This design comes from an exercise in tuning for small area, a short achievable clock period and few clock cycles per item on the open sky130 flow, not from production work.
Function was checked by simulation only, so behaviour that the tests miss may differ from the original.
Power and IR drop assume default switching activity.

the baseline:
Design sync_nbank_fifo, start of the top module:
module sync_nbank_fifo #(
    parameter int DATA_WIDTH = 8,
    parameter int FIFO_DEPTH = 256,
    parameter int NUM_BANKS  = 2,
    parameter int AF_MARGIN  = 4,
    parameter int AE_MARGIN  = 4
) (
    input  logic                          clk,
    input  logic                          rstn,
    input  logic [DATA_WIDTH-1:0]         in_data,
    input  logic                          in_valid,
    output logic                          in_ready,
    output logic [DATA_WIDTH-1:0]         out_data,
    output logic                          out_valid,
    input  logic                          out_ready,
    input  logic                          clear,
    output logic [$clog2(FIFO_DEPTH):0]   count
);
    localparam int DW = DATA_WIDTH;
    localparam int NR = sync_nbank_fifo_pkg::NUM_RINGS;    
    localparam int RL = sync_nbank_fifo_pkg::RING_LEN;     
    localparam int CW = $clog2(FIFO_DEPTH) + 1;            
    if (FIFO_DEPTH != NR * (RL + 2) || NR != 16) begin : g_bad_cfg
        $error("sync_nbank_fifo: unsupported parameter set");
    end
    logic [3:0]    wring;
    logic [3:0]    wdist;
    logic [3:0]    rring;
    logic [3:0]    rdist;
    logic [NR-1:0] ov;           
    logic [NR-1:0] sv;           
    logic          in_ready_q;
    logic          out_valid_q;
    logic [DW-1:0] out_q;        
    logic [NR*DW-1:0] onext;     
    logic [NR-1:0]    ov_hold;   
    logic             bypass;    
    logic          wr_fire;
    logic          out_fire;
    logic [NR-1:0] orow;         
    logic [NR-1:0] srow;         
    logic [NR-1:0] ov_next;
    logic [NR-1:0] sv_next;
    logic [3:0]    rring_p1;
    logic [3:0]    wring_p1;
    logic [3:0]    rring_next;
    logic [3:0]    wring_next;
    function automatic logic [3:0] seq_dec(input logic [3:0] s);
        seq_dec = (s == 4'd0) ? 4'(RL - 1) : s - 4'd1;
    endfunction
    assign in_ready  = in_ready_q;
  ...
Size: ~4100 cells after synthesis, about 2200 flip-flops, ~32 I/O pins.
export LEC_CHECK = 0
export ABC_CLOCK_PERIOD_IN_PS = 2500
export CAP_MARGIN = 20
export CORE_MARGIN = 2
export CORE_UTILIZATION = 55
export CTS_CLUSTER_DIAMETER = 90
export CTS_CLUSTER_SIZE = 26
export PLACE_DENSITY = 0.65
export SETUP_SLACK_MARGIN = 4.0
export SLEW_MARGIN = 20
create_clock -name core_clock -period 6.5 [get_ports {clk}]
standard.sh (not shown) runs the stock make flow with config.mk's settings and CLKGATE_MAP_FILE= SYNTH_SCRIPT=/design/flow/synth_recipe.tcl, a recipe that flattens the netlist after the stock synthesis.
==> flow/flow/run.sh <==
#!/bin/bash
# Layout flow: the standard flow (the standard.sh, all ORFS steps from
# its unchanged synthesis to the final layout) with one change: the port
# buffers that ORFS puts on every input and output are sky130_fd_sc_hd__buf_4
# cells instead of the delay cell buffer_ports picks by default.
set -o pipefail
export BUFFER_PORTS_ARGS="-buffer_cell sky130_fd_sc_hd__buf_4"
bash standard.sh > standard.log 2>&1
Testbench counts of the baseline, summed over its fixed seeds: cycles 12,164, items 11,200.
> inputs changed (the baseline -> the candidate)
--- a/flow/design.v
+++ b/flow/design.v
@@ -48,93 +48,72 @@
     logic [3:0]    rring_p1;
     logic [3:0]    wring_p1;
     logic [3:0]    rring_next;
     logic [3:0]    wring_next;
     function automatic logic [3:0] seq_dec(input logic [3:0] s);
         seq_dec = (s == 4'd0) ? 4'(RL - 1) : s - 4'd1;
     endfunction
     assign in_ready  = in_ready_q;
     assign out_valid = out_valid_q;
     assign out_data  = out_q;
     assign wr_fire  = in_valid && in_ready_q && !clear;
     assign out_fire = out_valid_q && out_ready && !clear;
-    logic [NR-1:0] ge_r;         
-    logic [NR-1:0] lt_w;         
-    logic          r_le_w;       
-    logic [15:0]   hz;           
-    assign r_le_w = (rring <= wring);
-    for (genvar k = 0; k < 16; k++) begin : g_dec
-        assign ge_r[k] = (4'(k) >= rring);
-        assign lt_w[k] = (4'(k) < wring);
-        assign hz[k]   = (count[CW-1:4] == 5'(k));
-    end
     for (genvar r = 0; r < NR; r++) begin : g_ring
         logic [DW*RL-1:0] ring;      
         logic [DW-1:0]    s_q;
         logic [DW-1:0]    o_q;
+        logic [3:0]       lc;        
         logic             inc;       
         logic             dec;
-        logic             extra;     
-        logic             is1;       
-        logic             is13;
         logic [DW-1:0]    tap;
         logic [DW-1:0]    tmux;      
         logic [DW-1:0]    o_d;
         logic             rz;        
         logic             rf;        
         logic             o_from_s;
         logic             o_from_t;
         logic             flush;
         logic             consume;
         logic             wr_here;
         assign tap  = ring[(RL-1)*DW +: DW];
         assign o_from_s = !ov[r] && rz && sv[r];
         assign o_from_t = !ov[r] && !rz && orow[r];
         assign flush    = sv[r] && srow[r] && !o_from_s && !(rf && ov[r]);
         assign consume  = out_fire && (rring == 4'(r));
         assign wr_here  = wr_fire && (wring == 4'(r));
         assign ov_hold[r] = ov[r] || o_from_s || o_from_t;
         always_comb begin
             if (ov[r] || o_from_s) ov_next[r] = !consume;
             else                    ov_next[r] = o_from_t;
             if (sv[r])  sv_next[r] = !(flush || o_from_s);
             else        sv_next[r] = wr_here;
         end
-        assign inc   = flush && !o_from_t;
-        assign dec   = o_from_t && !flush;
-        assign extra = r_le_w ? (ge_r[r] && lt_w[r]) : (ge_r[r] || lt_w[r]);
-        always_comb begin
-            case ({ov[r], sv[r], extra})
-                3'b000:  begin is1 = hz[1]; is13 = hz[13]; end
-                3'b001:  begin is1 = hz[0]; is13 = hz[12]; end
-                3'b010,
-                3'b100:  begin is1 = hz[2]; is13 = hz[14]; end
-                3'b011,
-                3'b101:  begin is1 = hz[1]; is13 = hz[13]; end
-                3'b110:  begin is1 = hz[3]; is13 = hz[15]; end
-                default: begin is1 = hz[2]; is13 = hz[14]; end
-            endcase
-        end
+        assign inc = flush && !o_from_t;
+        assign dec = o_from_t && !flush;
         always_ff @(posedge clk or negedge rstn) begin
             if (!rstn) begin
+                lc <= '0;
                 rz <= 1'b1;
                 rf <= 1'b0;
             end else if (clear) begin
+                lc <= '0;
                 rz <= 1'b1;
                 rf <= 1'b0;
             end else if (inc) begin
+                lc <= lc + 4'd1;
                 rz <= 1'b0;
-                rf <= is13;
+                rf <= (lc == 4'(RL - 1));
             end else if (dec) begin
-                rz <= is1;
+                lc <= lc - 4'd1;
+                rz <= (lc == 4'd1);
                 rf <= 1'b0;
             end
         end
         assign tmux = flush ? s_q : tap;
         assign o_d  = ov[r] ? o_q : (rz ? s_q : tap);
         assign onext[r*DW +: DW] = o_d;
         always_ff @(posedge clk) begin
             ring[DW-1:0]     <= tmux;
             ring[DW*RL-1:DW] <= ring[DW*(RL-1)-1:0];
             if (!sv[r]) s_q <= in_data;
             o_q <= o_d;
         end
@@ -149,27 +128,35 @@
     assign wring_next = wr_fire ? wring_p1 : wring;
     assign bypass = wr_fire && (count == '0 || (count == CW'(1) && out_fire));
     logic [NR-1:0] orow_nr;      
     logic [NR-1:0] orow_r;
     logic [NR-1:0] srow_nw;      
     logic [NR-1:0] srow_w;
     for (genvar r = 0; r < NR; r++) begin : g_row
         assign orow_nr[r] = (4'(r) >= rring) ? (rdist == 4'd1) : (rdist == 4'd0);
         assign orow_r[r]  = (4'(r) > rring)  ? (rdist == 4'd1) : (rdist == 4'd0);
         assign srow_nw[r] = (4'(r) < wring)  ? (wdist == 4'd1) : (wdist == 4'd2);
         assign srow_w[r]  = (4'(r) <= wring) ? (wdist == 4'd1) : (wdist == 4'd2);
     end
-    always_ff @(posedge clk) begin
-        orow <= out_fire ? orow_r : orow_nr;
-        srow <= wr_fire ? srow_w : srow_nw;
+    always_ff @(posedge clk or negedge rstn) begin
+        if (!rstn) begin
+            orow <= '1;
+            srow <= '0;
+        end else if (clear) begin
+            orow <= '1;
+            srow <= '0;
+        end else begin
+            orow <= out_fire ? orow_r : orow_nr;
+            srow <= wr_fire ? srow_w : srow_nw;
+        end
     end
     always_ff @(posedge clk or negedge rstn) begin
         if (!rstn) begin
             wring       <= '0;
             wdist       <= '0;
             rring       <= '0;
             rdist       <= '0;
             count       <= '0;
             ov          <= '0;
             sv          <= '0;
             in_ready_q  <= 1'b0;
             out_valid_q <= 1'b0;
--- outcome ---
The candidate gives more filler cell count in the final layout than the baseline did.
The candidate ended with more clock share of power than the baseline.
[compare] base=the baseline new=the candidate: number of instances resized during post-cts repair down about 13%; slack of the critical path higher.
[diff] static leakage, the candidate relative to the baseline: regression
The critical path capture point comes out out_valid_q in one run and g_ring[4].rf in the other, namely in the candidate and the baseline respectively.
Looking at area fraction in and, or, nand and nor cells after synthesis, the candidate sits below the baseline.
Re final number of max-transition violations: no difference whatsoever between the baseline and the candidate.
The candidate: internal power component higher than the baseline
The run showing the greater peak clock frequency supported by timing is the candidate.
Testbench counts of the candidate, summed over its fixed seeds: cycles 12,164, items 11,200.

## re-timing with driven ports
In the flow no input, the clock included, has a driving cell. The finished layouts below were timed again as built, in two steps. Step 1 assumes that a clkbuf_16 drives the clock port and a buf_2 every other input. Step 2 times the ports against the registers' clock, not the clock port: input delays grow and output delays shrink by t, the midpoint of the rising clock arrivals with the driver on. Slacks: ideal ports / drivers / drivers and shift; pairs: ideal ports / drivers.
run	shift t [ns]	slack for setup (ns)	worst setup path at the end	worst register clock-pin slew, ns
the baseline	0.790	3.802 / 3.734 / 3.157	input to register	0.11 / 0.11
the candidate	0.774	3.859 / 3.793 / 3.071	input to register	0.11 / 0.11
After both steps every run listed still meets setup and hold. The setup slack of the candidate, which loses most, moves by -0.066 ns with the drivers and by -0.788 ns with both steps.
